Context: an optimization exercise on an open-source flow, tuned for small area, a short achievable clock period and few clock cycles. The choices shown serve that exercise and are no tape-out recipe. Where RTL was checked, it was by simulation tests only, not by an equivalence proof against the original. No functional check of the RTL was part of runs 1 and 3. No activity file was given, so power comes from the tool's default toggle rates.

File: flow/design.v
package dctq_rle_pkg;
  localparam int DW_DEFAULT = 9;
  function automatic logic [5:0] zz(input logic [5:0] i);
    case (i)
      6'd0 : zz = 6'd0;
      6'd1 : zz = 6'd1;
      6'd2 : zz = 6'd8;
      6'd3 : zz = 6'd16;
      6'd4 : zz = 6'd9;
      6'd5 : zz = 6'd2;
      6'd6 : zz = 6'd3;
      6'd7 : zz = 6'd10;
      6'd8 : zz = 6'd17;
      6'd9 : zz = 6'd24;
      6'd10: zz = 6'd32;
      6'd11: zz = 6'd25;
      6'd12: zz = 6'd18;
      6'd13: zz = 6'd11;
      6'd14: zz = 6'd4;
      6'd15: zz = 6'd5;
      6'd16: zz = 6'd12;
      6'd17: zz = 6'd19;
      6'd18: zz = 6'd26;
      6'd19: zz = 6'd33;
      6'd20: zz = 6'd40;
      6'd21: zz = 6'd48;
      6'd22: zz = 6'd41;
      6'd23: zz = 6'd34;
      6'd24: zz = 6'd27;
      6'd25: zz = 6'd20;
      6'd26: zz = 6'd13;
      6'd27: zz = 6'd6;
      6'd28: zz = 6'd7;
      6'd29: zz = 6'd14;
      6'd30: zz = 6'd21;
      6'd31: zz = 6'd28;
      6'd32: zz = 6'd35;
      6'd33: zz = 6'd42;
      6'd34: zz = 6'd49;
      6'd35: zz = 6'd56;
      6'd36: zz = 6'd57;
      6'd37: zz = 6'd50;
      6'd38: zz = 6'd43;
      6'd39: zz = 6'd36;
      6'd40: zz = 6'd29;
      6'd41: zz = 6'd22;
      6'd42: zz = 6'd15;
      6'd43: zz = 6'd23;
      6'd44: zz = 6'd30;
      6'd45: zz = 6'd37;
      6'd46: zz = 6'd44;
      6'd47: zz = 6'd51;
      6'd48: zz = 6'd58;
      6'd49: zz = 6'd59;
      6'd50: zz = 6'd52;
      6'd51: zz = 6'd45;
      6'd52: zz = 6'd38;
      6'd53: zz = 6'd31;
      6'd54: zz = 6'd39;
      6'd55: zz = 6'd46;
      6'd56: zz = 6'd53;
      6'd57: zz = 6'd60;
      6'd58: zz = 6'd61;
      6'd59: zz = 6'd54;
      6'd60: zz = 6'd47;
      6'd61: zz = 6'd55;
      6'd62: zz = 6'd62;
      6'd63: zz = 6'd63;
      default: zz = 6'd0;
    endcase
  endfunction
  function automatic logic [5:0] maxr(input logic [5:0] i);
    case (i)
      6'd0 : maxr = 6'd0;
      6'd1 : maxr = 6'd1;
      6'd2 : maxr = 6'd8;
      6'd3 : maxr = 6'd16;
      6'd4 : maxr = 6'd16;
      6'd5 : maxr = 6'd16;
      6'd6 : maxr = 6'd16;
      6'd7 : maxr = 6'd16;
      6'd8 : maxr = 6'd17;
      6'd9 : maxr = 6'd24;
      6'd10: maxr = 6'd32;
      6'd11: maxr = 6'd32;
      6'd12: maxr = 6'd32;
      6'd13: maxr = 6'd32;
      6'd14: maxr = 6'd32;
      6'd15: maxr = 6'd32;
      6'd16: maxr = 6'd32;
      6'd17: maxr = 6'd32;
      6'd18: maxr = 6'd32;
      6'd19: maxr = 6'd33;
      6'd20: maxr = 6'd40;
      6'd21: maxr = 6'd48;
      6'd22: maxr = 6'd48;
      6'd23: maxr = 6'd48;
      6'd24: maxr = 6'd48;
      6'd25: maxr = 6'd48;
      6'd26: maxr = 6'd48;
      6'd27: maxr = 6'd48;
      6'd28: maxr = 6'd48;
      6'd29: maxr = 6'd48;
      6'd30: maxr = 6'd48;
      6'd31: maxr = 6'd48;
      6'd32: maxr = 6'd48;
      6'd33: maxr = 6'd48;
      6'd34: maxr = 6'd49;
      6'd35: maxr = 6'd56;
      6'd36: maxr = 6'd57;
      6'd37: maxr = 6'd57;
      6'd38: maxr = 6'd57;
      6'd39: maxr = 6'd57;
      6'd40: maxr = 6'd57;
      6'd41: maxr = 6'd57;
      6'd42: maxr = 6'd57;
      6'd43: maxr = 6'd57;
      6'd44: maxr = 6'd57;
      6'd45: maxr = 6'd57;
      6'd46: maxr = 6'd57;
      6'd47: maxr = 6'd57;
      6'd48: maxr = 6'd58;
      6'd49: maxr = 6'd59;
      6'd50: maxr = 6'd59;
      6'd51: maxr = 6'd59;
      6'd52: maxr = 6'd59;
      6'd53: maxr = 6'd59;
      6'd54: maxr = 6'd59;
      6'd55: maxr = 6'd59;
      6'd56: maxr = 6'd59;
      6'd57: maxr = 6'd60;
      6'd58: maxr = 6'd61;
      6'd59: maxr = 6'd61;
      6'd60: maxr = 6'd61;
      6'd61: maxr = 6'd61;
      6'd62: maxr = 6'd62;
      6'd63: maxr = 6'd63;
      default: maxr = 6'd0;
    endcase
  endfunction
endpackage
module dctq_pingpong_ram #(
  parameter int DW = 9
) (
  input  logic          clk,
  input  logic          wr_en,
  input  logic          wr_bank,
  input  logic [5:0]    wr_addr,    
  input  logic [DW-1:0] wr_dat,
  input  logic [1:0]    clr,        
  output logic [63:0]   nz0,        
  output logic [63:0]   nz1,        
  input  logic [7:0]    rd_g0,      
  input  logic [7:0]    rd_g1,      
  input  logic [7:0]    rd_i,       
  output logic [4*DW-1:0] rd_part    
);
  logic [DW-1:0] s0 [64];
  logic [DW-1:0] s1 [64];
  logic [DW-1:0] m0 [64];
  logic [DW-1:0] m1 [64];
  logic [63:0]   hit;
  for (genvar p = 0; p < 64; p++) begin : g_ent
    assign hit[p] = (wr_addr == dctq_rle_pkg::zz(6'(p)));
    always_ff @(posedge clk) begin
      s0[p] <= (s0[p] | {DW{clr[0]}}) & ~({DW{wr_en & hit[p] & ~wr_bank}} & wr_dat);
    end
    always_ff @(posedge clk) begin
      s1[p] <= (s1[p] | {DW{clr[1]}}) & ~({DW{wr_en & hit[p] & wr_bank}} & wr_dat);
    end
    assign m0[p]  = ~s0[p];
    assign m1[p]  = ~s1[p];
    assign nz0[p] = |m0[p];
    assign nz1[p] = |m1[p];
  end
  logic [DW-1:0] iw0 [8];
  logic [DW-1:0] iw1 [8];
  logic [DW-1:0] part [4];
  always_comb begin
    for (int i = 0; i < 8; i++) begin
      iw0[i] = '0;
      iw1[i] = '0;
      for (int j = 0; j < 8; j++) begin
        iw0[i] = iw0[i] | ({DW{rd_g0[j]}} & m0[8*j+i]);
        iw1[i] = iw1[i] | ({DW{rd_g1[j]}} & m1[8*j+i]);
      end
    end
    for (int q = 0; q < 4; q++) part[q] = '0;
    for (int i = 0; i < 8; i++) begin
      part[i/4]     = part[i/4]     | ({DW{rd_i[i]}} & iw0[i]);
      part[2 + i/4] = part[2 + i/4] | ({DW{rd_i[i]}} & iw1[i]);
    end
  end
  always_ff @(posedge clk) begin
    rd_part <= {part[3], part[2], part[1], part[0]};
  end
endmodule
module dctq_rle_encoder #(
  parameter int DW = dctq_rle_pkg::DW_DEFAULT
) (
  input  logic          clk,
  input  logic          reset_n,
  input  logic [DW-1:0] dctq,
  input  logic          dctq_valid,
  input  logic [5:0]    addr,
  output logic          hold,
  output logic          rle_valid,
  output logic [5:0]    rle_run,
  output logic [DW-1:0] rle_level,
  output logic          rle_last,
  input  logic          rle_ready,
  output logic          overrun
);
  logic          wb_q, wb_d;
  logic [5:0]    wcnt_q, wcnt_d;
  logic          inord_q, inord_d;    
  logic [1:0]    full_q, full_d, full_set, full_clr;
  logic          hold_q, hold_d;
  logic          overrun_q, overrun_d;
  logic          wr_en, wr_tok, wr_done;
  logic [1:0]    clr_q;               
  logic [1:0]    tok_q;               
  logic [6:0]    owe_q [2];           
  logic [6:0]    owe_d [2];
  logic          rb_q, rb_d;
  logic [7:0]    g0_q, g0_d;          
  logic [7:0]    g1_q, g1_d;          
  logic [2:0]    gb_q, gb_d;          
  logic [7:0]    rem_q, rem_d;        
  logic          sdone_q, sdone_d;    
  logic          eobw_q, eobw_d;      
  logic          kill_q, kill_d;      
  logic          adv_q;               
  logic [7:0]    a8_q, b8_q;          
  logic          gava_q, gavb_q;      
  logic [7:0]    a8_d, b8_d;
  logic          gava_d, gavb_d;
  logic          t_v_q, t_v_d;
  logic [7:0]    t_g0_q, t_g0_d;
  logic [7:0]    t_g1_q, t_g1_d;
  logic [7:0]    t_i_q, t_i_d;
  logic [5:0]    t_p_q, t_p_d;        
  logic          t_rd_q;              
  logic [6:0]    st_q, st_d;          
  logic [63:0]   avail_q;             
  logic          rle_valid_q, rle_valid_d;
  logic [5:0]    rle_run_q, rle_run_d;
  logic [DW-1:0] rle_level_q, rle_level_d;
  logic          rle_last_q, rle_last_d;
  logic [63:0]   nz0, nz1, avail;
  logic [7:0]    c8, cand, first;
  logic [2:0]    fi;
  logic          found, gavail, more, adv;
  logic          out_free, t_load, eob_load, t_move, owed;
  logic [DW-1:0] coef;
  logic [4*DW-1:0] rd_part;
  dctq_pingpong_ram #(.DW(DW)) u_ram (
    .clk     (clk),
    .wr_en   (wr_en),
    .wr_bank (wb_q),
    .wr_addr (addr),
    .wr_dat  (dctq),
    .clr     (clr_q),
    .nz0     (nz0),
    .nz1     (nz1),
    .rd_g0   (t_g0_q),
    .rd_g1   (t_g1_q),
    .rd_i    (t_i_q),
    .rd_part (rd_part)
  );
  always_comb begin
    wr_en     = dctq_valid & ~hold_q;
    wr_tok    = wr_en & ((addr == 6'd0) | (|dctq));
    wr_done   = wr_en & (wcnt_q == 6'd63);
    wb_d      = wb_q;
    wcnt_d    = wcnt_q;
    inord_d   = inord_q;
    full_set  = 2'b00;
    overrun_d = overrun_q | (dctq_valid & hold_q);
    if (wr_en) begin
      if (wcnt_q == 6'd63) begin
        full_set[wb_q] = 1'b1;
        wb_d           = ~wb_q;
        wcnt_d         = 6'd0;
        inord_d        = 1'b1;
      end else begin
        wcnt_d  = wcnt_q + 6'd1;
        inord_d = inord_q & (addr == wcnt_q);
      end
    end
    full_d = (full_q | full_set) & ~full_clr;
    hold_d = full_d[wb_d];
  end
  always_comb begin
    for (int p = 0; p < 64; p++) begin
      avail[p] = full_q[rb_q] | (inord_q & (wcnt_q > dctq_rle_pkg::maxr(6'(p))));
    end
  end
  always_comb begin
    a8_d   = '0;
    b8_d   = '0;
    gava_d = 1'b0;
    gavb_d = 1'b0;
    for (int j = 0; j < 8; j++) begin
      for (int i = 0; i < 8; i++) begin
        a8_d[i] = a8_d[i] | (avail_q[8*j+i] & ((8*j+i == 0) ? (g0_q[j] | g1_q[j]) :
                                             ((g0_q[j] & nz0[8*j+i]) | (g1_q[j] & nz1[8*j+i]))));
        if (j < 7) b8_d[i] = b8_d[i] | (avail_q[8*j+8+i] &
                                        ((g0_q[j] & nz0[8*j+8+i]) | (g1_q[j] & nz1[8*j+8+i])));
      end
      gava_d = gava_d | ((g0_q[j] | g1_q[j]) & avail_q[8*j+7]);
      if (j < 7) gavb_d = gavb_d | ((g0_q[j] | g1_q[j]) & avail_q[8*j+15]);
    end
  end
  always_comb begin
    c8     = adv_q ? b8_q : a8_q;
    gavail = ~kill_q & (adv_q ? gavb_q : gava_q);
    cand   = c8 & rem_q & {8{~kill_q}};
    first  = cand & ~(cand - 8'd1);
    found  = |cand;
    more   = |(cand & ~first);
    adv    = gavail & ~more & ~sdone_q;
    fi     = '0;
    for (int i = 7; i >= 0; i--) if (cand[i]) fi = 3'(i);
  end
  always_comb begin
    coef     = rd_part[0 +: DW] | rd_part[DW +: DW] | rd_part[2*DW +: DW] | rd_part[3*DW +: DW];
    out_free = ~rle_valid_q | rle_ready;
    t_load   = t_v_q & t_rd_q & out_free;
    owed     = (owe_q[rb_q] != 7'd0) | tok_q[rb_q];
    eob_load = out_free & ~t_v_q & ~eobw_q &
               ((full_q[rb_q] & (~owed | sdone_q)) |
                (~full_q[rb_q] & wr_done & ~wr_tok & ~owed));
    t_move   = ~t_v_q | t_load;
    rb_d        = rb_q;
    g0_d        = g0_q;
    g1_d        = g1_q;
    gb_d        = gb_q;
    rem_d       = rem_q;
    sdone_d     = sdone_q;
    eobw_d      = eobw_q;
    kill_d      = 1'b0;
    t_v_d       = t_v_q & ~t_load;
    t_g0_d      = t_g0_q;
    t_g1_d      = t_g1_q;
    t_i_d       = t_i_q;
    t_p_d       = t_p_q;
    st_d        = st_q;
    full_clr    = 2'b00;
    rle_valid_d = rle_valid_q & ~rle_ready;
    rle_run_d   = rle_run_q;
    rle_level_d = rle_level_q;
    rle_last_d  = rle_last_q;
    for (int b = 0; b < 2; b++) begin
      owe_d[b] = owe_q[b];
      if (tok_q[b] && !(t_load && rb_q == 1'(b))) owe_d[b] = owe_q[b] + 7'd1;
      if (!tok_q[b] && t_load && rb_q == 1'(b))   owe_d[b] = owe_q[b] - 7'd1;
    end
    if (!eobw_q && t_move) begin
      if (found && !sdone_q) begin
        t_v_d  = 1'b1;
        t_g0_d = g0_q;
        t_g1_d = g1_q;
        t_i_d  = first;
        t_p_d  = {gb_q, fi};
        rem_d  = rem_q & ~first;
      end
      if (adv) begin
        g0_d  = {g0_q[6:0], 1'b0};
        g1_d  = {g1_q[6:0], 1'b0};
        gb_d  = gb_q + 3'd1;
        rem_d = 8'hFF;
        if (gb_q == 3'd7) sdone_d = 1'b1;
      end
    end
    if (t_load) begin
      rle_valid_d = 1'b1;
      rle_run_d   = t_p_q - st_q[5:0];
      rle_level_d = coef;
      rle_last_d  = 1'b0;
      st_d        = {1'b0, t_p_q} + 7'd1;
    end else if (eob_load) begin
      rle_valid_d = 1'b1;
      rle_run_d   = 6'd0;
      rle_level_d = '0;
      rle_last_d  = 1'b1;
      eobw_d      = 1'b1;
    end
    if (eobw_q && rle_ready) begin
      full_clr[rb_q] = 1'b1;
      owe_d[rb_q]    = 7'd0;
      rb_d           = ~rb_q;
      g0_d           = {7'd0, rb_q};
      g1_d           = {7'd0, ~rb_q};
      gb_d           = 3'd0;
      rem_d          = 8'hFF;
      sdone_d        = 1'b0;
      st_d           = 7'd0;
      eobw_d         = 1'b0;
      kill_d         = 1'b1;
    end
  end
  always_ff @(posedge clk) begin
    if (!reset_n) begin
      wb_q        <= 1'b0;
      wcnt_q      <= 6'd0;
      inord_q     <= 1'b1;
      full_q      <= 2'b00;
      hold_q      <= 1'b0;
      overrun_q   <= 1'b0;
      tok_q       <= 2'b00;
      owe_q[0]    <= 7'd0;
      owe_q[1]    <= 7'd0;
      rb_q        <= 1'b0;
      g0_q        <= 8'd1;
      g1_q        <= 8'd0;
      gb_q        <= 3'd0;
      rem_q       <= 8'hFF;
      sdone_q     <= 1'b0;
      eobw_q      <= 1'b0;
      kill_q      <= 1'b1;
      t_v_q       <= 1'b0;
      t_g0_q      <= 8'd0;
      t_g1_q      <= 8'd0;
      t_i_q       <= 8'd0;
      t_p_q       <= 6'd0;
      st_q        <= 7'd0;
      rle_valid_q <= 1'b0;
      rle_run_q   <= 6'd0;
      rle_level_q <= '0;
      rle_last_q  <= 1'b0;
    end else begin
      wb_q        <= wb_d;
      wcnt_q      <= wcnt_d;
      inord_q     <= inord_d;
      full_q      <= full_d;
      hold_q      <= hold_d;
      overrun_q   <= overrun_d;
      tok_q       <= {wr_tok & wb_q, wr_tok & ~wb_q};
      owe_q[0]    <= owe_d[0];
      owe_q[1]    <= owe_d[1];
      rb_q        <= rb_d;
      g0_q        <= g0_d;
      g1_q        <= g1_d;
      gb_q        <= gb_d;
      rem_q       <= rem_d;
      sdone_q     <= sdone_d;
      eobw_q      <= eobw_d;
      kill_q      <= kill_d;
      t_v_q       <= t_v_d;
      t_g0_q      <= t_g0_d;
      t_g1_q      <= t_g1_d;
      t_i_q       <= t_i_d;
      t_p_q       <= t_p_d;
      st_q        <= st_d;
      rle_valid_q <= rle_valid_d;
      rle_run_q   <= rle_run_d;
      rle_level_q <= rle_level_d;
      rle_last_q  <= rle_last_d;
    end
  end
  always_ff @(posedge clk) begin
    if (!reset_n) t_rd_q <= 1'b0;
    else          t_rd_q <= t_v_q & ~t_load;
  end
  always_ff @(posedge clk) begin
    clr_q <= {~reset_n | (eobw_q & rle_ready & rb_q), ~reset_n | (eobw_q & rle_ready & ~rb_q)};
  end
  always_ff @(posedge clk) begin
    a8_q   <= a8_d;
    b8_q   <= b8_d;
    gava_q <= gava_d;
    gavb_q <= gavb_d;
    adv_q  <= (gb_d != gb_q) & ~kill_d;
  end
  always_ff @(posedge clk) begin
    if (!reset_n || kill_d) avail_q <= '0;
    else                    avail_q <= avail;
  end
  assign hold      = hold_q;
  assign overrun   = overrun_q;
  assign rle_valid = rle_valid_q;
  assign rle_run   = rle_run_q;
  assign rle_level = rle_level_q;
  assign rle_last  = rle_last_q;
endmodule
File: flow/run.sh
#!/bin/bash
# synth_recipe.tcl (not shown) runs the flow's synth.tcl, then flattens the netlist and writes it again
# the make line also repeats each setting of config.mk as NAME=value (left out here)
make -C /OpenROAD-flow-scripts/flow DESIGN_CONFIG=/design/flow/config.mk WORK_HOME=/design/flow/orfs CLKGATE_MAP_FILE= SYNTH_SCRIPT=/design/flow/synth_recipe.tcl finish
File: flow/config.mk
export PLATFORM = sky130hd
export DESIGN_NAME = dctq_rle_encoder
export DESIGN_NICKNAME = dctq_rle_encoder
export VERILOG_FILES = /design/flow/design.v
export SDC_FILE = /design/flow/constraint.sdc
export NUM_CORES = 4
export LEC_CHECK = 0
export CAP_MARGIN = 20
export CORE_MARGIN = 2
export CORE_UTILIZATION = 30
export CTS_CLUSTER_DIAMETER = 80
export CTS_CLUSTER_SIZE = 30
export SETUP_SLACK_MARGIN = 3.1
export SLEW_MARGIN = 20
File: flow/constraint.sdc
create_clock -name core_clock -period 5.5 [get_ports {clk}]
set_input_delay 1.1000 -clock core_clock [delete_from_list [all_inputs] [get_ports {clk}]]
set_output_delay 1.1000 -clock core_clock [all_outputs]
set_load 0.01 [all_outputs]
==> results.py, run 1 <==
metrics = {
    "pwr": {
        "p_leak_nw": 21.71,
        "pwr-share-comb_pct": 4.7,
        "p_int_mw": 12.12,
        "power_density_nw_per_um2": 272.7,
        "p_clk_share_pct": 34.7,
        "switchingPower_mw": 4.051,
        "sequentialPowerShare_pct": 60.6,
        "p_sw_share_pct": 25.05,
        "ir_drop_mv": 0.2431,
    },
    "setup_path": {
        "cp_top_family": "simple AND/OR/NAND/NOR gates",
        "worst-path-buf-inv": 3,
        "cp_data_arrival_time_ns": 3.16,
        "end_kind": "flop",
        "r2r-end": "rle_run_q[5]$_SDFFE_PN0P_",
        "cp_cell_sequence": "buf_16 -> or4_4 -> nor4_4 -> buf_12 -> o2111ai_4 -> a2111oi_4 -> buf_6 -> nor2_4 -> a211o_1",
        "worst_path_largest_cell_delay_ns": 0.53,
        "crit_fanout": 6,
        "slowest_stage": "or4_4",
        "reg2regPathDepth": 7,
        "start_kind": "input port",
        "r2r_setup_slack_ns": 2.97,
        "worstSetupPathType": "input port to flop",
        "worstPathRequired_ns": 6.12,
        "startpoint": "dctq[7]",
        "reg2reg_from": "tok_q[0]$_SDFF_PN0_",
    },
    "grt": {
        "overflow": 0,
        "grt_usage_pct": 22.12,
        "grt_pass1_vias": 45220,
        "grt_pass1_wl_um": 299600,
        "antenna_found_initial": 6,
        "grt_max_degree": 193,
    },
    "timing": {
        "final_hold_viol_count": 0,
        "fin_crit_sh_pct": 46.15,
        "finalSetupTns_ns": 0,
        "clock.fmax_mhz": 394.0,
        "worstMarginPinSlew_ns": 1.227,
        "min_period_ns": 2.538,
        "relSlewSlack_pct": 18.08,
        "finClkSkew_ns": 0.06367,
        "holdWs_ns": 0.4661,
        "rsz0062_at_grt": "true",
        "drv_slew": 0,
        "setup_viol": 0,
    },
    "floorplan": {
        "start_util_pct": 30.21,
        "dieArea_um2": 176300,
        "dieWidth_um": 419.8,
        "core_um2": 171700,
        "num_rows": 152,
        "die_h_um": 419.8,
        "io_pins": 38,
    },
    "drt": {
        "num_vias": 49530,
        "wl_per_cell_um": 24.48,
        "wl_um": 205300,
        "ant_nets": 0,
        "drt_iter0_drc": 7165,
        "vias_per_cell": 5.905,
        "dr.pass1.iters": 8,
        "drc": 0,
    },
    "clock_network": {
        "cts_tree": "built",
        "htreeDepth": 2,
        "cts_buffer_depth": 3,
        "clkSinkCount": 1342,
        "insertion_delay_ns": 0.75,
        "cts_hold_buf": 0,
        "cts_root_buf": "clkbuf_16",
        "cts_buffers": 58,
        "clk_pin_slew_ns": 0.10,
    },
    "min_path": {
        "min_to": "rle_last_q$_SDFFE_PP0P_",
        "whs_path_depth": 2,
        "hp-start": "rle_last_q$_SDFFE_PP0P_",
        "hold_class": "flop to flop",
    },
    "cells_and_area": {
        "syn2layout_area_growth_pct": 14.29,
        "layout.cells.non_filler": 8388,
        "n_fill_cell": 17490,
        "nets": 6079,
        "regArea_um2": 26930,
        "layout_commonest_cell": "dfxtp_1",
        "final_cell_mix": "1315 x dfxtp_1, 1275 x nor2_1, 1180 x a21oi_1, 577 x o22ai_1, 253 x nand2_1",
        "multiInputGateArea_um2": 25310,
        "layout-drive-gt1-share_pct": 9.975,
    },
    "job": {
        "drv_cap": 0,
    },
    "placed_design": {
        "dp_hpwl_um": 132400,
        "io_buffers": 37,
        "gp_congestion": 0.9392,
        "place_inst": 8218,
    },
    "logic_synthesis": {
        "yosys_most_used_dff": "dfxtp_1",
        "synth-seq-cells": 1342,
        "synth_fp_nets": 6314,
        "synth_edf_count": 0,
        "yosys_warnings": 11,
        "async_reset_ff_share_pct": 0,
        "syn_avg_cell_area_um2": 8.265,
        "synth_cells": 6277,
        "synth.distinct_cells": 67,
        "syn_area_um2": 51880,
        "ys_seq_area_share_pct": 51.79,
    },
    "outcome": {
        "status": "timing/DRC/antenna clean",
    },
}
-- area by class of cell --
cell class | instances | share of cell area [%]
clock inverters | 27 | 0.6120
clock buffers | 66 | 2.585
diodes | 3 | 0.01266
well taps | 2310 | 4.875
multi-input cells | 4426 | 42.69
flip-flops and latches | 1342 | 45.43
inverters | 40 | 0.3208
repair buffers | 173 | 3.467
repair inverters | 1 | 0.01266
-- worst max-delay path by stage --
| stage | to | slack, ns | cells past startpoint |
|---|---|---|---|
| after global routing | rle_run_q[4]$_SDFFE_PN0P_ | 2.86 | 9 |
| after detailed placement | u_ram.s1[57][8]$_DFF_P_ | 1.30 | 5 |
| after CTS | rle_run_q[5]$_SDFFE_PN0P_ | 2.88 | 9 |
| final | rle_run_q[5]$_SDFFE_PN0P_ | 2.96 | 9 |
| after floorplan | rle_run_q[5]$_SDFFE_PN0P_ | 2.58 | 6 |
| after global placement | u_ram.s1[27][1]$_DFF_P_ | 1.24 | 5 |
-- cells in the mapped netlist (all sizes together) (3+ instances only) --
cell type | count | area, um^2
nand3 | 90 | 450.4
nor2 | 1406 | 5283
a22o | 75 | 656.9
a21boi | 30 | 225.2
nor3 | 9 | 45.04
mux2 | 8 | 90.09
or3 | 51 | 319.1
nor3b | 4 | 30.03
and3 | 7 | 43.79
a211o | 8 | 70.07
o41ai | 145 | 1270
a222oi | 19 | 190.2
and2 | 10 | 62.56
nor2b | 17 | 106.4
mux2i | 20 | 200.2
nand2b | 5 | 31.28
o31ai | 18 | 135.1
o2bb2ai | 12 | 105.1
xnor2 | 21 | 183.9
clkbuf | 453 | 1700
or4 | 3 | 26.27
o21ai | 40 | 200.2
dfxtp | 1342 | 26870
inv | 40 | 150.2
a221oi | 4 | 35.03
xor2 | 12 | 105.1
ha | 17 | 212.7
a21o | 4 | 30.03
nand2 | 276 | 1036
a22oi | 54 | 405.4
nor4 | 11 | 68.82
buf | 22 | 112.6
o22ai | 577 | 3610
nand4 | 248 | 1551
a21oi | 1185 | 5934
a211oi | 5 | 37.54
a31oi | 4 | 25.02
a2111oi | 4 | 60.06
-- registers in the layout (all words and copies together) (netlist names), 9 cells and up --
name           cells
avail_q           19
owe_q             14
rle_level_q        9
u_ram.rd_part     36
u_ram.s0         576
u_ram.s1         576
-- cell families after synthesis --
| kind of cell | Yosys count | share of synthesized area (%) |
|---|---|---|
| AO/OA/AOI/OAI | 2195 | 25.23 |
| AND/OR/NAND/NOR | 2144 | 17.60 |
| flip-flops | 1342 | 51.79 |
| buffers and inverters | 515 | 3.784 |
| XOR/XNOR | 33 | 0.5571 |
| multiplexers | 28 | 0.5596 |
| adder cells (fa/ha/maj) | 20 | 0.4872 |
-- what timing repair did --
| action | 4_1_cts | 5_1_grt |
|---|---|---|
| gates cloned | 10 | 5 |
| pin swaps | 27 | 44 |
| gates resized for setup | 377 | 108 |
| setup buffers | 41 | 18 |
| endpoints found under the setup margin | 1315 | 845 |
-- stage by stage --
| stage | total power [mW] | util [%] | cell area (um^2) | setup slack (ns) |
|---|---|---|---|---|
| floorplan | 10.42 | - | 52600 | 2.576 |
| global placement | 10.67 | 31.86 | 54710 | 1.244 |
| detailed placement | 10.67 | 31.86 | 54720 | 1.296 |
| CTS | 16.15 | 34.09 | 58540 | 2.879 |
| global route | 16.58 | 34.52 | 59290 | 2.856 |
| finish | 16.17 | 34.53 | 59290 | 2.962 |
-- metal layers --
metal,global-route usage [%],wire [um],vias up
li1,-,-,22190
met1,30.32,84820,24120
met2,33.77,89780,2735
met3,3.714,20370,491
met4,10.25,10370,2
met5,0,11,-
-- tightest hold or removal path: stages, from the launching register on --
cell and delay (ns):
dfxtp_2 0.34, nor2_1 0.04, nor2_1 0.06
-- power by group through the flow --
stage	Sequential, mW	Combinational, mW	Clock [mW]
3_3_place_gp	10.0	0.646	0
5_1_grt	9.81	0.780	5.99
2_1_floorplan	10.0	0.418	0
6_report	9.80	0.760	5.61
4_1_cts	9.80	0.707	5.65
3_5_place_dp	10.0	0.648	0
==> run 2: changes to the inputs <==
--- a/flow/design.v
+++ b/flow/design.v
@@ -242,7 +242,6 @@
   logic [5:0]    t_p_q, t_p_d;        
   logic          t_rd_q;              
   logic [6:0]    st_q, st_d;          
-  logic [63:0]   avail_q;             
   logic          rle_valid_q, rle_valid_d;
   logic [5:0]    rle_run_q, rle_run_d;
   logic [DW-1:0] rle_level_q, rle_level_d;
@@ -303,13 +302,13 @@
     gavb_d = 1'b0;
     for (int j = 0; j < 8; j++) begin
       for (int i = 0; i < 8; i++) begin
-        a8_d[i] = a8_d[i] | (avail_q[8*j+i] & ((8*j+i == 0) ? (g0_q[j] | g1_q[j]) :
+        a8_d[i] = a8_d[i] | (avail[8*j+i] & ((8*j+i == 0) ? (g0_q[j] | g1_q[j]) :
                                              ((g0_q[j] & nz0[8*j+i]) | (g1_q[j] & nz1[8*j+i]))));
-        if (j < 7) b8_d[i] = b8_d[i] | (avail_q[8*j+8+i] &
+        if (j < 7) b8_d[i] = b8_d[i] | (avail[8*j+8+i] &
                                         ((g0_q[j] & nz0[8*j+8+i]) | (g1_q[j] & nz1[8*j+8+i])));
       end
-      gava_d = gava_d | ((g0_q[j] | g1_q[j]) & avail_q[8*j+7]);
-      if (j < 7) gavb_d = gavb_d | ((g0_q[j] | g1_q[j]) & avail_q[8*j+15]);
+      gava_d = gava_d | ((g0_q[j] | g1_q[j]) & avail[8*j+7]);
+      if (j < 7) gavb_d = gavb_d | ((g0_q[j] | g1_q[j]) & avail[8*j+15]);
     end
   end
   always_comb begin
@@ -329,8 +328,8 @@
     t_load   = t_v_q & t_rd_q & out_free;
     owed     = (owe_q[rb_q] != 7'd0) | tok_q[rb_q];
     eob_load = out_free & ~t_v_q & ~eobw_q &
-               ((full_q[rb_q] & (~owed | sdone_q)) |
-                (~full_q[rb_q] & wr_done & ~wr_tok & ~owed));
+               ((~owed & (full_q[rb_q] | (wr_done & (addr != 6'd0) & ~(|dctq)))) |
+                (full_q[rb_q] & sdone_q));
     t_move   = ~t_v_q | t_load;
     rb_d        = rb_q;
     g0_d        = g0_q;
@@ -348,9 +347,9 @@
     st_d        = st_q;
     full_clr    = 2'b00;
     rle_valid_d = rle_valid_q & ~rle_ready;
-    rle_run_d   = rle_run_q;
-    rle_level_d = rle_level_q;
-    rle_last_d  = rle_last_q;
+    rle_run_d   = out_free ? 6'd0 : rle_run_q;
+    rle_level_d = out_free ? '0 : rle_level_q;
+    rle_last_d  = rle_last_q & ~out_free;
     for (int b = 0; b < 2; b++) begin
       owe_d[b] = owe_q[b];
       if (tok_q[b] && !(t_load && rb_q == 1'(b))) owe_d[b] = owe_q[b] + 7'd1;
@@ -381,8 +380,6 @@
       st_d        = {1'b0, t_p_q} + 7'd1;
     end else if (eob_load) begin
       rle_valid_d = 1'b1;
-      rle_run_d   = 6'd0;
-      rle_level_d = '0;
       rle_last_d  = 1'b1;
       eobw_d      = 1'b1;
     end
@@ -473,10 +470,6 @@
     gavb_q <= gavb_d;
     adv_q  <= (gb_d != gb_q) & ~kill_d;
   end
-  always_ff @(posedge clk) begin
-    if (!reset_n || kill_d) avail_q <= '0;
-    else                    avail_q <= avail;
-  end
   assign hold      = hold_q;
   assign overrun   = overrun_q;
   assign rle_valid = rle_valid_q;
==> run 2 against run 1 <==
Effect of this change:
- clock power rose by 4%
- worst hold slack got worse by 0.014 ns
- via count about the same
- worst setup slack improved by 0.028 ns
- critical path type unchanged
- critical endpoint is now rle_valid_q$_SDFF_PN0_
- highest routed layer unchanged
==> results.py, run 2 <==
metrics = {
    "cells_and_area": {
        "multiInputGateArea_um2": 24620,
        "layout-drive-gt1-share_pct": 9.998,
        "nets": 6046,
        "syn2layout_area_growth_pct": 13.19,
        "final_cell_mix": "1321 x nor2_1, 1293 x dfxtp_1, 1203 x a21oi_1, 606 x o22ai_1, 243 x nand4_1",
        "regArea_um2": 26530,
        "n_fill_cell": 17350,
        "layout_commonest_cell": "nor2_1",
        "top_regs": "u_ram.s0: 576 flops, u_ram.s1: 576 flops, u_ram.rd_part: 36 flops",
        "post-route-util_pct": 34.24,
    },
    "min_path": {
        "hold_class": "flop to flop",
        "min_to": "rem_q[5]$_SDFFE_PP1P_",
        "whs_path_depth": 2,
        "hp-start": "rem_q[5]$_SDFFE_PP1P_",
    },
    "logic_synthesis": {
        "syn_area_um2": 51260,
        "async_reset_ff_share_pct": 0,
        "synthTopCellsByCount": "1455 x nor2_1, 1323 x dfxtp_1, 1208 x a21oi_1",
        "synth_simple_gate_area_share_pct": 17.47,
        "post_synth_xor_area_fraction_pct": 0.5639,
        "synth_edf_count": 0,
        "synthMuxAreaShare_pct": 0.6469,
        "yosys_most_used_dff": "dfxtp_1",
        "synth_fp_nets": 6265,
        "post-synth-top-count-cell": "nor2_1",
        "synth_compound_area_share_pct": 25.36,
        "synth_top_area_share_pct": 51.67,
        "synth-seq-cells": 1323,
        "ys_seq_area_share_pct": 51.67,
        "synth_top_family_by_area": "compound AO/OA/AOI/OAI gates",
        "yosys-top-cells-area": "dfxtp_1 52%, a21oi_1 12%, nor2_1 11%, o22ai_1 7.4%, clkbuf_1 3.2%",
        "synth_fa_ha_area_share_pct": 0.4540,
        "syn_avg_cell_area_um2": 8.230,
        "synth_largest_area_cell": "dfxtp_1",
        "yosys_warnings": 11,
        "synth.distinct_cells": 74,
        "synth_cells": 6228,
    },
    "grt": {
        "grt_pass1_vias": 45040,
        "grt_pass1_wl_um": 296000,
        "grt_usage_pct": 22.04,
        "grt_max_degree": 238,
        "antenna_found_initial": 2,
        "overflow": 0,
    },
    "floorplan": {
        "dieArea_um2": 174200,
        "core_um2": 169500,
        "die_h_um": 417.4,
        "dieWidth_um": 417.4,
        "io_pins": 38,
        "start_util_pct": 30.25,
        "num_rows": 151,
    },
    "clock_network": {
        "insertion_delay_ns": 0.76,
        "cts_root_buf": "clkbuf_16",
        "cts_buffers": 59,
        "clkSinkCount": 1323,
        "htreeDepth": 2,
        "cts_tree": "built",
        "clk_pin_slew_ns": 0.12,
        "cts_buffer_depth": 3,
        "cts_hold_buf": 0,
    },
    "pwr": {
        "ir_drop_mv": 0.2415,
        "power_density_nw_per_um2": 279.6,
        "total_power_mw": 16.22,
        "p_leak_nw": 20.97,
    },
    "placed_design": {
        "gp_congestion": 0.9721,
        "preCtsSetupSlack_ns": 1.471,
        "dp_hpwl_um": 133800,
        "io_buffers": 37,
    },
    "drt": {
        "ant_nets": 0,
        "wl_per_cell_um": 24.81,
        "wl_um": 205200,
        "drt_iter0_drc": 7044,
        "num_vias": 49510,
        "dr.pass1.iters": 6,
        "vias_per_cell": 5.986,
        "drc": 0,
    },
    "timing": {
        "drv_slew": 0,
        "rsz0062_at_grt": "true",
        "setup_viol": 0,
        "clock.fmax_mhz": 398.3,
        "finClkSkew_ns": 0.03300,
        "setup_ws_ns": 2.990,
        "min_period_ns": 2.510,
        "worstMarginPinSlew_ns": 1.297,
        "finalSetupTns_ns": 0,
        "final_hold_viol_count": 0,
        "relSlewSlack_pct": 13.43,
        "fin_crit_sh_pct": 45.64,
    },
    "setup_path": {
        "worstSetupPathType": "input port to flop",
        "r2r-end": "u_ram.rd_part[27]$_DFF_P_",
        "crit_fanout": 9,
        "reg2regPathDepth": 5,
        "start_kind": "input port",
        "cp_data_arrival_time_ns": 3.21,
        "worst_path_largest_cell_delay_ns": 0.53,
        "cp_cell_sequence": "clkdlybuf4s15_2 -> nor2_1 -> nand2_4 -> o311ai_4 -> or4b_4 -> a2111oi_4 -> o31a_1",
        "r2r_setup_slack_ns": 3.05,
        "worstPathRequired_ns": 6.20,
        "end_kind": "flop",
        "slowest_stage": "or4b_4",
        "reg2reg_from": "t_g1_q[0]$_SDFFE_PN0P_",
    },
    "outcome": {
        "status": "timing/DRC/antenna clean",
    },
    "job": {
        "drv_cap": 0,
    },
}
==> run 2: kinds of logic (layout without fill, tap and decap cells) <==
family	count (synthesis)	in the layout
AOI/OAI and AO/OA	2203	2204
xor gates and xnor gates	33	33
adders and majority gates	18	18
buffers and inverters	513	328
DFF	1323	1323
muxes	31	31
other	0	2
and+or+nand+nor	2107	2114
==> run 2: what timing repair did <==
| item | 4_1_cts | 5_1_grt |
|---|---|---|
| resized for setup | 298 | 104 |
| cloned | 1 | 13 |
| setup endpoints to repair | 1232 | 694 |
| pin swaps | 10 | 18 |
| buffers inserted | 18 | 27 |
==> run 2: per-stage QoR <==
step / cell area, um^2 / cells / hold WS (ns)
finish: 58020 / 8271 / 0.4524
floorplan: 51860 / 6228 / 0.4150
global route: 58010 / 8269 / 0.4661
detailed placement: 54060 / 8107 / 0.4380
CTS: 57150 / 8229 / 0.4529
global placement: 54060 / 8107 / 0.4286
==> run 2: critical path, delay by kind of cell <==
family	cells	cell delay [ns]
AND/OR/NAND/NOR	3	1.05
AO/OA/AOI/OAI	3	0.69
buffers and inverters	1	0.37
==> run 2: power breakdown <==
group	internal [mW]	switching [mW]
Clock	2.36	3.45
Combinational	0.148	0.597
Sequential	9.61	0.0538
==> run 2: how the worst max path moves through the flow <==
stage / startpoint / to / slack (ns) / depth (start not counted)
2_1_floorplan: dctq[2] / rle_last_q$_SDFF_PP0_ / 2.59 / 6
3_3_place_gp: reset_n / t_p_q[0]$_SDFFE_PN0P_ / 1.44 / 5
3_5_place_dp: reset_n / t_p_q[1]$_SDFFE_PN0P_ / 1.47 / 5
4_1_cts: addr[0] / rle_last_q$_SDFF_PP0_ / 2.87 / 7
5_1_grt: addr[1] / rle_valid_q$_SDFF_PN0_ / 2.94 / 7
6_report: addr[1] / rle_valid_q$_SDFF_PN0_ / 2.99 / 7
==> run 2: layer usage <==
| metal | track usage (%) | part of all wire, % |
|---|---|---|
| met1 | 30.22 | 42 |
| met2 | 33.45 | 43 |
| met3 | 3.394 | 9.5 |
| met4 | 11.31 | 5.6 |
| met5 | 0 | 0.0063 |
==> run 2: area by class of cell <==
| cell class | instances | area share [%] |
|---|---|---|
| antenna | 2 | 0.008626 |
| clock buffer | 65 | 2.618 |
| clock inverter | 38 | 0.8971 |
| inverter | 44 | 0.3666 |
| multi-input combinational | 4400 | 42.43 |
| sequential | 1323 | 45.73 |
| tap | 2218 | 4.783 |
| timing repair buffer | 181 | 3.166 |
Testbench counts of run 2, summed over its fixed seeds: cycles 20,614.
==> run 3: changes to the inputs <==
--- a/flow/design.v
+++ b/flow/design.v
@@ -250,7 +250,7 @@
   logic [7:0]    c8, cand, first;
   logic [2:0]    fi;
   logic          found, gavail, more, adv;
-  logic          out_free, t_load, eob_load, t_move, owed;
+  logic          out_free, t_load, eob_load, eob_full, eob_fast, t_move, owed;
   logic [DW-1:0] coef;
   logic [4*DW-1:0] rd_part;
   dctq_pingpong_ram #(.DW(DW)) u_ram (
@@ -327,9 +327,9 @@
     out_free = ~rle_valid_q | rle_ready;
     t_load   = t_v_q & t_rd_q & out_free;
     owed     = (owe_q[rb_q] != 7'd0) | tok_q[rb_q];
-    eob_load = out_free & ~t_v_q & ~eobw_q &
-               ((~owed & (full_q[rb_q] | (wr_done & (addr != 6'd0) & ~(|dctq)))) |
-                (full_q[rb_q] & sdone_q));
+    eob_full = ~t_v_q & ~eobw_q & full_q[rb_q] & (~owed | sdone_q);
+    eob_fast = ~t_v_q & ~eobw_q & ~owed & inord_q & (wcnt_q == 6'd63) & ~hold_q;
+    eob_load = out_free & (eob_full | (eob_fast & dctq_valid & ~(|dctq)));
     t_move   = ~t_v_q | t_load;
     rb_d        = rb_q;
     g0_d        = g0_q;
==> run 3 against run 2 <==
Effect of this change:
- still clean on timing, DRC and antenna
- utilization rose by 0.20 points
- die area barely moved
- worst hold slack improved by 0.016 ns
- sequential power is essentially flat
- largest cell class unchanged
- routed wire length is 0.18% lower
- non-clock buffer count fell by 11
- global-route usage rose by 0.11 points
- synthesized cell count down 0.14%
==> results.py, run 3 <==
metrics = {
    "setup_path": {
        "reg2reg_from": "t_g0_q[4]$_SDFFE_PN0P_",
        "r2r_setup_slack_ns": 2.97,
        "end_kind": "flop",
        "r2r-end": "u_ram.rd_part[12]$_DFF_P_",
        "worstSetupPathType": "flop to flop",
        "reg2regPathDepth": 5,
        "crit_fanout": 32,
        "start_kind": "flop",
        "cp_data_arrival_time_ns": 3.05,
        "worstPathRequired_ns": 6.02,
    },
    "floorplan": {
        "die_h_um": 417.3,
        "dieWidth_um": 417.3,
        "num_rows": 151,
        "core_um2": 169500,
        "io_pins": 38,
        "dieArea_um2": 174200,
        "start_util_pct": 30.24,
    },
    "drt": {
        "drc": 0,
        "num_vias": 49370,
        "wl_um": 204800,
        "wl_per_cell_um": 24.76,
        "drt_iter0_drc": 6809,
        "vias_per_cell": 5.968,
        "ant_nets": 0,
        "dr.pass1.iters": 9,
    },
    "min_path": {
        "hold_class": "flop to flop",
        "min_to": "overrun_q$_SDFF_PN0_",
        "whs_path_depth": 2,
        "hp-start": "overrun_q$_SDFF_PN0_",
    },
    "timing": {
        "drv_slew": 0,
        "fin_crit_sh_pct": 45.96,
        "worstMarginPinSlew_ns": 1.293,
        "min_period_ns": 2.528,
        "clock.fmax_mhz": 395.6,
        "relSlewSlack_pct": 13.71,
        "rsz0062_at_grt": "true",
        "setup_viol": 0,
        "finClkSkew_ns": 0.04037,
        "final_hold_viol_count": 0,
        "setup_ws_ns": 2.972,
        "finalSetupTns_ns": 0,
    },
    "clock_network": {
        "clk_pin_slew_ns": 0.11,
        "cts_tree": "built",
        "cts_root_buf": "clkbuf_16",
        "clkSinkCount": 1323,
        "cts_buffer_depth": 3,
        "htreeDepth": 2,
        "insertion_delay_ns": 0.75,
        "cts_buffers": 61,
    },
    "logic_synthesis": {
        "yosys-top-cells-area": "dfxtp_1 52%, a21oi_1 12%, nor2_1 11%, o22ai_1 7.5%, clkbuf_1 3.3%",
        "synth_largest_area_cell": "dfxtp_1",
        "synth_edf_count": 0,
        "synth_cells": 6219,
        "syn_avg_cell_area_um2": 8.242,
        "yosys_most_used_dff": "dfxtp_1",
        "synth_top_area_share_pct": 51.67,
        "synth_fp_nets": 6256,
        "ys_seq_area_share_pct": 51.67,
        "post-synth-top-count-cell": "nor2_1",
        "synth.distinct_cells": 77,
        "yosys_warnings": 11,
        "syn_area_um2": 51250,
        "synthTopCellsByCount": "1456 x nor2_1, 1323 x dfxtp_1, 1207 x a21oi_1",
        "async_reset_ff_share_pct": 0,
        "synth-seq-cells": 1323,
    },
    "cells_and_area": {
        "nets": 6042,
        "n_fill_cell": 17260,
        "layout_commonest_cell": "nor2_1",
        "syn2layout_area_growth_pct": 13.86,
        "layout-drive-gt1-share_pct": 10.03,
        "fin_area_um2": 58360,
        "final_cell_mix": "1324 x nor2_1, 1297 x dfxtp_1, 1204 x a21oi_1, 615 x o22ai_1, 261 x nand4_1",
        "layout.cells.non_filler": 8273,
        "top_regs": "u_ram.s0: 576 flops, u_ram.s1: 576 flops, u_ram.rd_part: 36 flops",
    },
    "job": {
        "drv_cap": 0,
    },
    "pwr": {
        "p_leak_nw": 20.78,
        "ir_drop_mv": 0.3603,
        "power_density_nw_per_um2": 282.5,
        "total_power_mw": 16.49,
    },
    "placed_design": {
        "place_inst": 8096,
        "gp_congestion": 0.9699,
        "preCtsSetupSlack_ns": 1.371,
        "io_buffers": 37,
        "dp_hpwl_um": 133400,
        "placed_cell_area_um2": 53940,
    },
    "grt": {
        "grt_pass1_wl_um": 298100,
        "grt_max_degree": 215,
        "overflow": 0,
        "grt_usage_pct": 22.15,
        "antenna_found_initial": 8,
        "grt_pass1_vias": 45110,
    },
    "outcome": {
        "status": "timing/DRC/antenna clean",
    },
}
==> run 3: cell count changes after synthesis, moves of 6 or more <==
cell,delta
or3_1,-20
nand4_1,+18
nand3_1,-15
buf_2,-10
o22ai_1,+8
or4_1,+7
nand2_1,-6
nor3_1,+6
==> run 3: where the power goes <==
group / internal [mW] / total [mW] / switching (mW)
clock network: 2.47 / 5.98 / 3.51
logic: 0.168 / 0.822 / 0.654
registers: 9.62 / 9.69 / 0.0647
==> run 3: repair_timing <==
item                        CTS  global route
setup endpoints to repair  1041          1074
hold buffers                  0             0
setup buffers                28            15
pin swaps                    11            29
resized for setup           360            75
gates cloned                  2            19
==> run 3: logic make-up (layout without fill, tap and decap cells) <==
group	after synthesis	after routing	share of synthesized area, %
AND/OR/NAND/NOR	2096	2117	17.47
AO/OA/AOI/OAI	2212	2212	25.41
XOR/XNOR	31	31	0.5297
flip-flops	1323	1323	51.67
adder cells (fa/ha/maj)	19	19	0.4736
multiplexers	28	28	0.5639
buffers and inverters	510	322	3.881
other	0	3	0
==> run 3: layout make-up <==
type / count / area [um^2] / area share (%)
repair buffers: 170 / 1678 / 2.875
clock inverters: 36 / 490.5 / 0.8404
clock buffers: 74 / 1709 / 2.929
multi-input cells: 4407 / 24950 / 42.75
diodes: 3 / 7.507 / 0.01286
flip-flops and latches: 1323 / 26530 / 45.47
inverters: 42 / 217.7 / 0.3731
well taps: 2218 / 2775 / 4.755
==> run 3: routing by layer <==
metal  up-vias  GRT usage [%]  wire (um)
met5         -              0         60
met4        10          11.45      11580
met3       507          4.421      20670
met2      2787          34.01      89830
met1     23900          29.38      82710
li1      22160              -          -
==> run 3: metrics by stage <==
| step | hold slack [ns] | util [%] |
|---|---|---|
| global route | 0.4966 | 34.43 |
| global placement | 0.4347 | 31.82 |
| CTS | 0.4646 | 34.04 |
| finish | 0.4681 | 34.44 |
| detailed placement | 0.4474 | 31.83 |
| floorplan | 0.4252 | - |
==> run 3: how the worst max path moves through the flow <==
| stage | depth (start not counted) | end | startpoint |
|---|---|---|---|
| floorplan | 6 | u_ram.s1[19][0]$_DFF_P_ | addr[0] |
| global placement | 4 | u_ram.s1[60][3]$_DFF_P_ | addr[0] |
| detailed placement | 6 | u_ram.s1[42][2]$_DFF_P_ | dctq_valid |
| CTS | 7 | u_ram.s1[37][3]$_DFF_P_ | dctq_valid |
| global route | 1 | rle_level[2] | rle_level_q[2]$_SDFFE_PN0P_ |
| finish | 5 | u_ram.rd_part[12]$_DFF_P_ | t_g0_q[4]$_SDFFE_PN0P_ |
==> run 3: worst max-delay path: stages, from the launching register on <==
cell and delay, ns:
dfxtp_1 0.36, inv_4 0.36, buf_12 0.27, o22ai_1 0.13, o41ai_1 0.74, nand4_1 0.38
==> run 4: changes to the inputs <==
--- a/flow/design.v
+++ b/flow/design.v
@@ -230,11 +230,8 @@
   logic          sdone_q, sdone_d;    
   logic          eobw_q, eobw_d;      
   logic          kill_q, kill_d;      
-  logic          adv_q;               
-  logic [7:0]    a8_q, b8_q;          
-  logic          gava_q, gavb_q;      
-  logic [7:0]    a8_d, b8_d;
-  logic          gava_d, gavb_d;
+  logic [7:0]    a8_q, a8_d;          
+  logic          gava_q, gava_d;      
   logic          t_v_q, t_v_d;
   logic [7:0]    t_g0_q, t_g0_d;
   logic [7:0]    t_g1_q, t_g1_d;
@@ -297,23 +294,18 @@
   end
   always_comb begin
     a8_d   = '0;
-    b8_d   = '0;
     gava_d = 1'b0;
-    gavb_d = 1'b0;
     for (int j = 0; j < 8; j++) begin
       for (int i = 0; i < 8; i++) begin
         a8_d[i] = a8_d[i] | (avail[8*j+i] & ((8*j+i == 0) ? (g0_q[j] | g1_q[j]) :
                                              ((g0_q[j] & nz0[8*j+i]) | (g1_q[j] & nz1[8*j+i]))));
-        if (j < 7) b8_d[i] = b8_d[i] | (avail[8*j+8+i] &
-                                        ((g0_q[j] & nz0[8*j+8+i]) | (g1_q[j] & nz1[8*j+8+i])));
       end
       gava_d = gava_d | ((g0_q[j] | g1_q[j]) & avail[8*j+7]);
-      if (j < 7) gavb_d = gavb_d | ((g0_q[j] | g1_q[j]) & avail[8*j+15]);
     end
   end
   always_comb begin
-    c8     = adv_q ? b8_q : a8_q;
-    gavail = ~kill_q & (adv_q ? gavb_q : gava_q);
+    c8     = a8_q;
+    gavail = ~kill_q & gava_q;
     cand   = c8 & rem_q & {8{~kill_q}};
     first  = cand & ~(cand - 8'd1);
     found  = |cand;
@@ -365,6 +357,7 @@
         rem_d  = rem_q & ~first;
       end
       if (adv) begin
+        kill_d = 1'b1;
         g0_d  = {g0_q[6:0], 1'b0};
         g1_d  = {g1_q[6:0], 1'b0};
         gb_d  = gb_q + 3'd1;
@@ -465,10 +458,7 @@
   end
   always_ff @(posedge clk) begin
     a8_q   <= a8_d;
-    b8_q   <= b8_d;
     gava_q <= gava_d;
-    gavb_q <= gavb_d;
-    adv_q  <= (gb_d != gb_q) & ~kill_d;
   end
   assign hold      = hold_q;
   assign overrun   = overrun_q;
--- a/flow/config.mk
+++ b/flow/config.mk
@@ -5,10 +5,11 @@
 export SDC_FILE = /design/flow/constraint.sdc
 export NUM_CORES = 4
 export LEC_CHECK = 0
-export CAP_MARGIN = 20
+export CAP_MARGIN = 10
 export CORE_MARGIN = 2
 export CORE_UTILIZATION = 30
 export CTS_CLUSTER_DIAMETER = 80
 export CTS_CLUSTER_SIZE = 30
+export GPL_ROUTABILITY_DRIVEN = 0
 export SETUP_SLACK_MARGIN = 3.1
-export SLEW_MARGIN = 20
+export SLEW_MARGIN = 10
==> run 4 against run 3 <==
Effect of this change:
- still clean
- die area fell by 1.9%
- total power fell by 2.8%
- cell count fell by 2.0%
- sequential share of layout area rose by 0.69 points
- register-to-register slack improved by 0.05 ns
- sequential cell count fell by 10
- synthesized cell count fell by 2.4%
- clock skew fell by 0.0028 ns
- sequential power fell by 0.7%
- non-clock buffer count fell by 7
- final area fell by 2.2%
- critical path depth did not move
- highest routed layer unchanged
==> results.py, run 4 <==
metrics = {
    "logic_synthesis": {
        "synth_fp_nets": 6107,
        "synth-seq-cells": 1313,
        "synth_cells": 6069,
        "synth.distinct_cells": 71,
        "yosys-top-cells-area": "dfxtp_1 52%, a21oi_1 12%, nor2_1 11%, o22ai_1 7.3%, clkbuf_1 3.2%",
        "synth_edf_count": 0,
        "async_reset_ff_share_pct": 0,
        "ys_seq_area_share_pct": 52.31,
        "post-synth-top-count-cell": "nor2_1",
        "synthTopCellsByCount": "1414 x nor2_1, 1313 x dfxtp_1, 1212 x a21oi_1",
        "synth_top_area_share_pct": 52.31,
        "yosys_most_used_dff": "dfxtp_1",
        "syn_area_um2": 50250,
        "yosys_warnings": 11,
        "synth_largest_area_cell": "dfxtp_1",
        "syn_avg_cell_area_um2": 8.279,
    },
    "clock_network": {
        "cts_buffer_depth": 3,
        "cts_root_buf": "clkbuf_16",
        "insertion_delay_ns": 0.74,
        "clkSinkCount": 1313,
        "htreeDepth": 2,
        "cts_tree": "built",
        "cts_buffers": 58,
        "clk_pin_slew_ns": 0.12,
    },
    "floorplan": {
        "dieArea_um2": 170800,
        "dieWidth_um": 413.3,
        "core_um2": 166800,
        "die_h_um": 413.3,
        "start_util_pct": 30.12,
        "io_pins": 38,
        "num_rows": 150,
    },
    "setup_path": {
        "end_kind": "flop",
        "cp_data_arrival_time_ns": 2.97,
        "r2r_setup_slack_ns": 3.03,
        "worstSetupPathType": "flop to flop",
        "start_kind": "flop",
        "crit_fanout": 51,
        "worstPathRequired_ns": 5.99,
    },
    "drt": {
        "drc": 0,
        "vias_per_cell": 5.987,
        "ant_nets": 0,
        "wl_um": 202600,
        "wl_per_cell_um": 25.00,
        "drt_iter0_drc": 7282,
        "num_vias": 48530,
        "dr.pass1.iters": 7,
    },
    "cells_and_area": {
        "nets": 5901,
        "regArea_um2": 26340,
        "top_regs": "u_ram.s0: 576 flops, u_ram.s1: 576 flops, u_ram.rd_part: 36 flops",
        "layout-drive-gt1-share_pct": 9.947,
        "final_cell_mix": "1309 x nor2_1, 1288 x dfxtp_1, 1212 x a21oi_1, 587 x o22ai_1, 217 x nand4_1",
        "layout_commonest_cell": "nor2_1",
        "multiInputGateArea_um2": 24180,
        "syn2layout_area_growth_pct": 13.59,
        "n_fill_cell": 17070,
        "post-route-util_pct": 34.21,
    },
    "timing": {
        "drv_slew": 0,
        "finClkSkew_ns": 0.03758,
        "finalSetupTns_ns": 0,
        "min_period_ns": 2.475,
        "worstMarginPinSlew_ns": 1.413,
        "relSlewSlack_pct": 5.643,
        "rsz0062_at_grt": "true",
        "clock.fmax_mhz": 404.1,
        "fin_crit_sh_pct": 44.99,
        "final_hold_viol_count": 0,
        "setup_viol": 0,
    },
    "pwr": {
        "p_leak_nw": 21.07,
        "ir_drop_mv": 0.2797,
        "p_sw_share_pct": 25.26,
        "pwr-share-comb_pct": 4.6,
        "power_density_nw_per_um2": 280.7,
        "p_int_mw": 11.97,
        "switchingPower_mw": 4.046,
        "p_clk_share_pct": 35.4,
        "sequentialPowerShare_pct": 60.0,
    },
    "placed_design": {
        "dp_hpwl_um": 129800,
        "io_buffers": 37,
    },
    "min_path": {
        "hold_class": "flop to flop",
    },
    "outcome": {
        "status": "timing/DRC/antenna clean",
    },
    "grt": {
        "grt_usage_pct": 22.33,
        "grt_max_degree": 210,
        "grt_pass1_vias": 43810,
        "grt_pass1_wl_um": 290500,
        "antenna_found_initial": 6,
        "overflow": 0,
    },
    "job": {
        "drv_cap": 0,
    },
}
-- run 4: changes by cell type in the layout (fill, tap and decap cells not counted), sizes merged, moves of 7 or more --
| cell | previous run | this run |
|---|---|---|
| nand3 | 70 | 110 |
| nand2 | 200 | 193 |
| dfxtp | 1323 | 1313 |
| buf | 161 | 153 |
| mux2i | 24 | 39 |
| o22ai | 615 | 587 |
| nand4 | 261 | 217 |
| a41oi | 3 | 12 |
| nor2 | 1480 | 1462 |
| a22oi | 103 | 27 |
| a22o | 26 | 0 |
| o31ai | 17 | 90 |
| or3 | 27 | 2 |
| or4 | 17 | 5 |
-- run 4: worst max-delay path, cell delays in order, from the launching register on --
cell and delay [ns]:
dfxtp_1 0.36, inv_4 0.25, buf_12 0.30, o22ai_1 0.19
o41ai_4 0.62, nand4_1 0.42
-- run 4: cell type report --
class                           count  share of cell area [%]
Inverter                           37                  0.3310
Sequential cell                  1313                   46.15
Multi-Input combinational cell   4290                   42.36
Clock inverter                     32                  0.7190
Tap cell                         2204                   4.832
Timing Repair Buffer              163                   2.883
Clock buffer                       66                   2.721
Antenna cell                        1                0.004384
-- run 4: path summary, 6_finish.rpt --
kind	cells past startpoint	to	startpoint
hold reg to reg	2	rle_level_q[8]$_SDFFE_PN0P_	rle_level_q[8]$_SDFFE_PN0P_
setup reg to reg	5	u_ram.rd_part[35]$_DFF_P_	t_g1_q[7]$_SDFFE_PN0P_
hold / removal	2	rle_level_q[8]$_SDFFE_PN0P_	rle_level_q[8]$_SDFFE_PN0P_
setup / recovery	5	u_ram.rd_part[35]$_DFF_P_	t_g1_q[7]$_SDFFE_PN0P_
-- run 4: power groups by stage --
stage	Combinational [mW]	Clock, mW	Sequential, mW
final	0.732	5.67	9.62
after detailed placement	0.646	0	9.83
after floorplan	0.420	0	9.79
after global placement	0.643	0	9.83
after global routing	0.751	6.02	9.62
after CTS	0.693	5.71	9.61
-- run 4: stage by stage --
| stage | worst slack (ns) | hold slack [ns] | instance area (um^2) | total power [mW] | std cells |
|---|---|---|---|---|---|
| after global placement | 1.521 | 0.4482 | 52610 | 10.47 | 7950 |
| after global routing | 3.061 | 0.4826 | 57070 | 16.39 | 8105 |
| after floorplan | 2.945 | 0.4363 | 50370 | 10.21 | 6069 |
| final | 3.025 | 0.4570 | 57070 | 16.02 | 8106 |
| after detailed placement | 1.456 | 0.4497 | 52610 | 10.48 | 7950 |
| after CTS | 3.060 | 0.4601 | 56470 | 16.02 | 8072 |
-- run 4: cells by family (layout without fill, tap and decap cells) --
logic type | count (synthesis) | count (layout) | synth area share [%]
AND/OR/NAND/NOR | 2020 | 2042 | 16.91
AO/OA/AOI/OAI | 2153 | 2153 | 25.13
buffers and inverters | 488 | 298 | 3.728
multiplexers | 41 | 41 | 0.8217
XOR/XNOR | 34 | 34 | 0.5926
flip-flops | 1313 | 1313 | 52.31
other | 0 | 1 | 0
adder cells (fa/ha/maj) | 20 | 20 | 0.5105
-- run 4: per-layer routing --
metal  track usage, %  vias to the layer above  part of all wire (%)
li1                 -                    21490                     -
met1            29.95                    23330                    40
met2            32.88                     3110                    42
met3            5.005                      591                    11
met4            12.75                       10                   6.4
met5                0                        -                 0.028
-- run 4: repair_timing --
item                                    4_1_cts  5_1_grt
endpoints found under the setup margin     1291     1026
gates cloned                                  3       20
resized for setup                           460       77
pin swaps                                    12       34
hold buffers                                  0        0
buffers inserted                             21       13
Testbench counts of run 4, summed over its fixed seeds: cycles 20,720.
==> run 5: changes to the inputs <==
==> flow/config.mk (replaced) <==
export PLATFORM = sky130hd
export DESIGN_NAME = dctq_rle_encoder
export DESIGN_NICKNAME = dctq_rle_encoder
export VERILOG_FILES = /design/flow/design.v
export SDC_FILE = /design/flow/constraint.sdc
export NUM_CORES = 4
export LEC_CHECK = 0
export CAP_MARGIN = 20
export CORE_MARGIN = 2
export CORE_UTILIZATION = 30
export CTS_CLUSTER_DIAMETER = 80
export CTS_CLUSTER_SIZE = 30
export PLACE_DENSITY = 0.5
export SETUP_SLACK_MARGIN = 3.1
export SLEW_MARGIN = 20
==> run 5 against run 4 <==
Effect of this change:
- still clean on timing, DRC and antenna
- clock skew up 0.0053 ns
- sequential share of layout area shrank 0.34 points
- first-iteration DRC count shrank 14%
- total power grew 4.3%
- register-to-register slack hardly changed
- critical path type unchanged
==> results.py, run 5 <==
metrics = {
    "setup_path": {
        "end_kind": "flop",
        "reg2reg_from": "t_g0_q[5]$_SDFFE_PN0P_",
        "r2r_setup_slack_ns": 3.03,
        "r2r-end": "u_ram.rd_part[4]$_DFF_P_",
        "crit_fanout": 45,
        "reg2regPathDepth": 5,
        "cp_data_arrival_time_ns": 2.91,
        "start_kind": "flop",
        "worstSetupPathType": "flop to flop",
        "worstPathRequired_ns": 5.94,
    },
    "floorplan": {
        "core_um2": 166800,
        "die_h_um": 413.3,
        "dieArea_um2": 170800,
        "io_pins": 38,
        "dieWidth_um": 413.3,
        "start_util_pct": 30.12,
        "num_rows": 150,
    },
    "pwr": {
        "ir_drop_mv": 0.2076,
        "total_power_mw": 16.71,
        "p_clk_share_pct": 37.9,
        "p_sw_share_pct": 25.66,
        "p_int_mw": 12.42,
        "p_leak_nw": 21.31,
        "power_density_nw_per_um2": 290.8,
        "pwr-share-comb_pct": 4.6,
        "sequentialPowerShare_pct": 57.6,
        "switchingPower_mw": 4.290,
    },
    "timing": {
        "finClkSkew_ns": 0.04291,
        "fin_crit_sh_pct": 44.94,
        "setup_ws_ns": 3.028,
        "worstMarginPinSlew_ns": 1.287,
        "final_hold_viol_count": 0,
        "rsz0062_at_grt": "true",
        "relSlewSlack_pct": 14.09,
        "finalSetupTns_ns": 0,
        "drv_slew": 0,
        "min_period_ns": 2.472,
        "setup_viol": 0,
        "clock.fmax_mhz": 404.6,
        "holdWs_ns": 0.4602,
    },
    "logic_synthesis": {
        "synth.distinct_cells": 71,
        "synthMuxAreaShare_pct": 0.8217,
        "async_reset_ff_share_pct": 0,
        "synth_cells": 6069,
        "synth_fa_ha_area_share_pct": 0.5105,
        "synth_compound_area_share_pct": 25.13,
        "syn_avg_cell_area_um2": 8.279,
        "post_synth_xor_area_fraction_pct": 0.5926,
        "post-synth-top-count-cell": "nor2_1",
        "synth_top_area_share_pct": 52.31,
        "synthTopCellsByCount": "1414 x nor2_1, 1313 x dfxtp_1, 1212 x a21oi_1",
        "ys_seq_area_share_pct": 52.31,
        "synth_top_family_by_area": "compound AO/OA/AOI/OAI gates",
        "synth_edf_count": 0,
        "yosys-top-cells-area": "dfxtp_1 52%, a21oi_1 12%, nor2_1 11%, o22ai_1 7.3%, clkbuf_1 3.2%",
        "synth_simple_gate_area_share_pct": 16.91,
        "syn_area_um2": 50250,
        "yosys_warnings": 11,
        "yosys_most_used_dff": "dfxtp_1",
        "synth-seq-cells": 1313,
        "synth_largest_area_cell": "dfxtp_1",
        "synth_fp_nets": 6107,
    },
    "placed_design": {
        "gp_congestion": 0.9410,
        "io_buffers": 37,
        "placed_cell_area_um2": 52790,
        "place_inst": 7973,
        "dp_hpwl_um": 141300,
        "preCtsSetupSlack_ns": 1.318,
    },
    "grt": {
        "antenna_found_initial": 12,
        "grt_pass1_vias": 44130,
        "grt_max_degree": 185,
        "grt_usage_pct": 24.02,
        "overflow": 0,
        "grt_pass1_wl_um": 307900,
    },
    "min_path": {
        "hold_class": "flop to flop",
        "hp-start": "overrun_q$_SDFF_PN0_",
        "whs_path_depth": 2,
        "min_to": "overrun_q$_SDFF_PN0_",
    },
    "clock_network": {
        "cts_buffers": 66,
        "cts_buffer_depth": 3,
        "clk_pin_slew_ns": 0.11,
        "htreeDepth": 3,
        "cts_hold_buf": 0,
        "cts_root_buf": "clkbuf_16",
        "cts_tree": "built",
        "insertion_delay_ns": 0.73,
        "clkSinkCount": 1313,
    },
    "drt": {
        "wl_per_cell_um": 26.41,
        "drt_iter0_drc": 6253,
        "ant_nets": 0,
        "vias_per_cell": 5.903,
        "drc": 0,
        "num_vias": 48100,
        "wl_um": 215200,
        "dr.pass1.iters": 6,
    },
    "cells_and_area": {
        "layout.cells.non_filler": 8149,
        "top_regs": "u_ram.s0: 576 flops, u_ram.s1: 576 flops, u_ram.rd_part: 36 flops",
        "layout-drive-gt1-share_pct": 10.35,
        "layout_commonest_cell": "nor2_1",
        "post-route-util_pct": 34.45,
        "final_cell_mix": "1306 x nor2_1, 1284 x dfxtp_1, 1212 x a21oi_1, 587 x o22ai_1, 217 x nand4_1",
        "fin_area_um2": 57480,
        "nets": 5921,
        "syn2layout_area_growth_pct": 14.40,
        "n_fill_cell": 17190,
    },
    "outcome": {
        "status": "timing/DRC/antenna clean",
    },
    "job": {
        "drv_cap": 0,
    },
}
run 5: cell counts after synthesis:
Identical to the previous run, type by type.
run 5: worst max-delay path by stage:
stage,from,endpoint,slack (ns),cells past startpoint
floorplan,dctq_valid,u_ram.s0[15][0]$_DFF_P_,2.95,8
global placement,dctq_valid,u_ram.s0[42][6]$_DFF_P_,1.25,8
detailed placement,dctq_valid,u_ram.s0[52][8]$_DFF_P_,1.32,9
CTS,addr[5],u_ram.s1[60][1]$_DFF_P_,2.89,6
global route,addr[0],u_ram.s0[45][7]$_DFF_P_,3.01,5
finish,t_g0_q[5]$_SDFFE_PN0P_,u_ram.rd_part[4]$_DFF_P_,3.03,5
run 5: power groups by stage:
stage / combinational [mW] / sequential [mW] / clock, mW
global placement: 0.678 / 9.83 / 0
global route: 0.788 / 9.63 / 6.77
finish: 0.764 / 9.62 / 6.33
floorplan: 0.420 / 9.79 / 0
CTS: 0.726 / 9.62 / 6.43
detailed placement: 0.681 / 9.83 / 0
run 5: cells by family (layout without fill, tap and decap cells):
logic type	count (synthesis)	in the layout
xor+xnor	34	34
flops	1313	1313
mux	41	41
buf+inv	488	339
fa+ha+maj	20	20
compound gates	2153	2154
simple gates	2020	2033
other cells	0	11
run 5: area by class of cell:
class                   instances  area [um^2]  area share [%]
clock inverters                39        519.2          0.9033
well taps                    2204         2758           4.797
diodes                         11        27.53         0.04789
repair buffers                183         1803           3.137
inverters                      37        190.2          0.3309
flip-flops and latches       1313        26330           45.81
clock buffers                  80         1851           3.219
multi-input cells            4282        24000           41.76
run 5: routing by layer:
layer	GRT usage, %	routed length (um)	share of wire, %	vias up
li1	-	-	-	21560
met1	33.79	93810	44	23730
met2	36.28	93240	43	2365
met3	4.303	18790	8.7	437
met4	9.342	9277	4.3	10
met5	0	67	0.031	-
run 5: timing repair:
item                       in CTS  in global routing
pin swaps                      30                 26
setup endpoints to repair    1238               1005
resized for setup             394                100
setup buffers                  24                  5
cloned                          4                 13
run 5: worst max-delay path: stages, from the launching register on:
cell     delay [ns]
dfxtp_1        0.36
inv_6          0.24
buf_12         0.29
o22ai_1        0.21
o41ai_2        0.55
nand4_1        0.48

==> afterwards: timing with drivers on the ports <==
In the flow no input, the clock included, has a driving cell. The finished layouts below were timed again as built, in two steps. Step 1 sets driving cells, clkbuf_16 on the clock port and buf_2 on the other inputs (assumed; they add their load-dependent delay and slew). Step 2 times the ports against the registers' clock, not the clock port: input delays grow and output delays shrink by t, the midpoint of the rising clock arrivals with the driver on. a / b / c = ideal / step 1 / step 2; a / b = the first two.
run	t (ns)	setup slack, ns	latest minus earliest clock arrival (ns)
run 1	0.800	2.962 / 2.915 / 2.115	0.065 / 0.066
run 2	0.820	2.990 / 2.878 / 2.058	0.038 / 0.037
run 3	0.810	2.972 / 2.972 / 2.207	0.044 / 0.045
run 4	0.803	3.025 / 3.004 / 2.266	0.039 / 0.039
run 5	0.795	3.028 / 3.023 / 2.228	0.045 / 0.045
After both steps setup and hold are still met in every run listed. For run 2, which loses most, drivers alone change the setup slack by -0.112 ns; drivers and shift together by -0.932 ns.
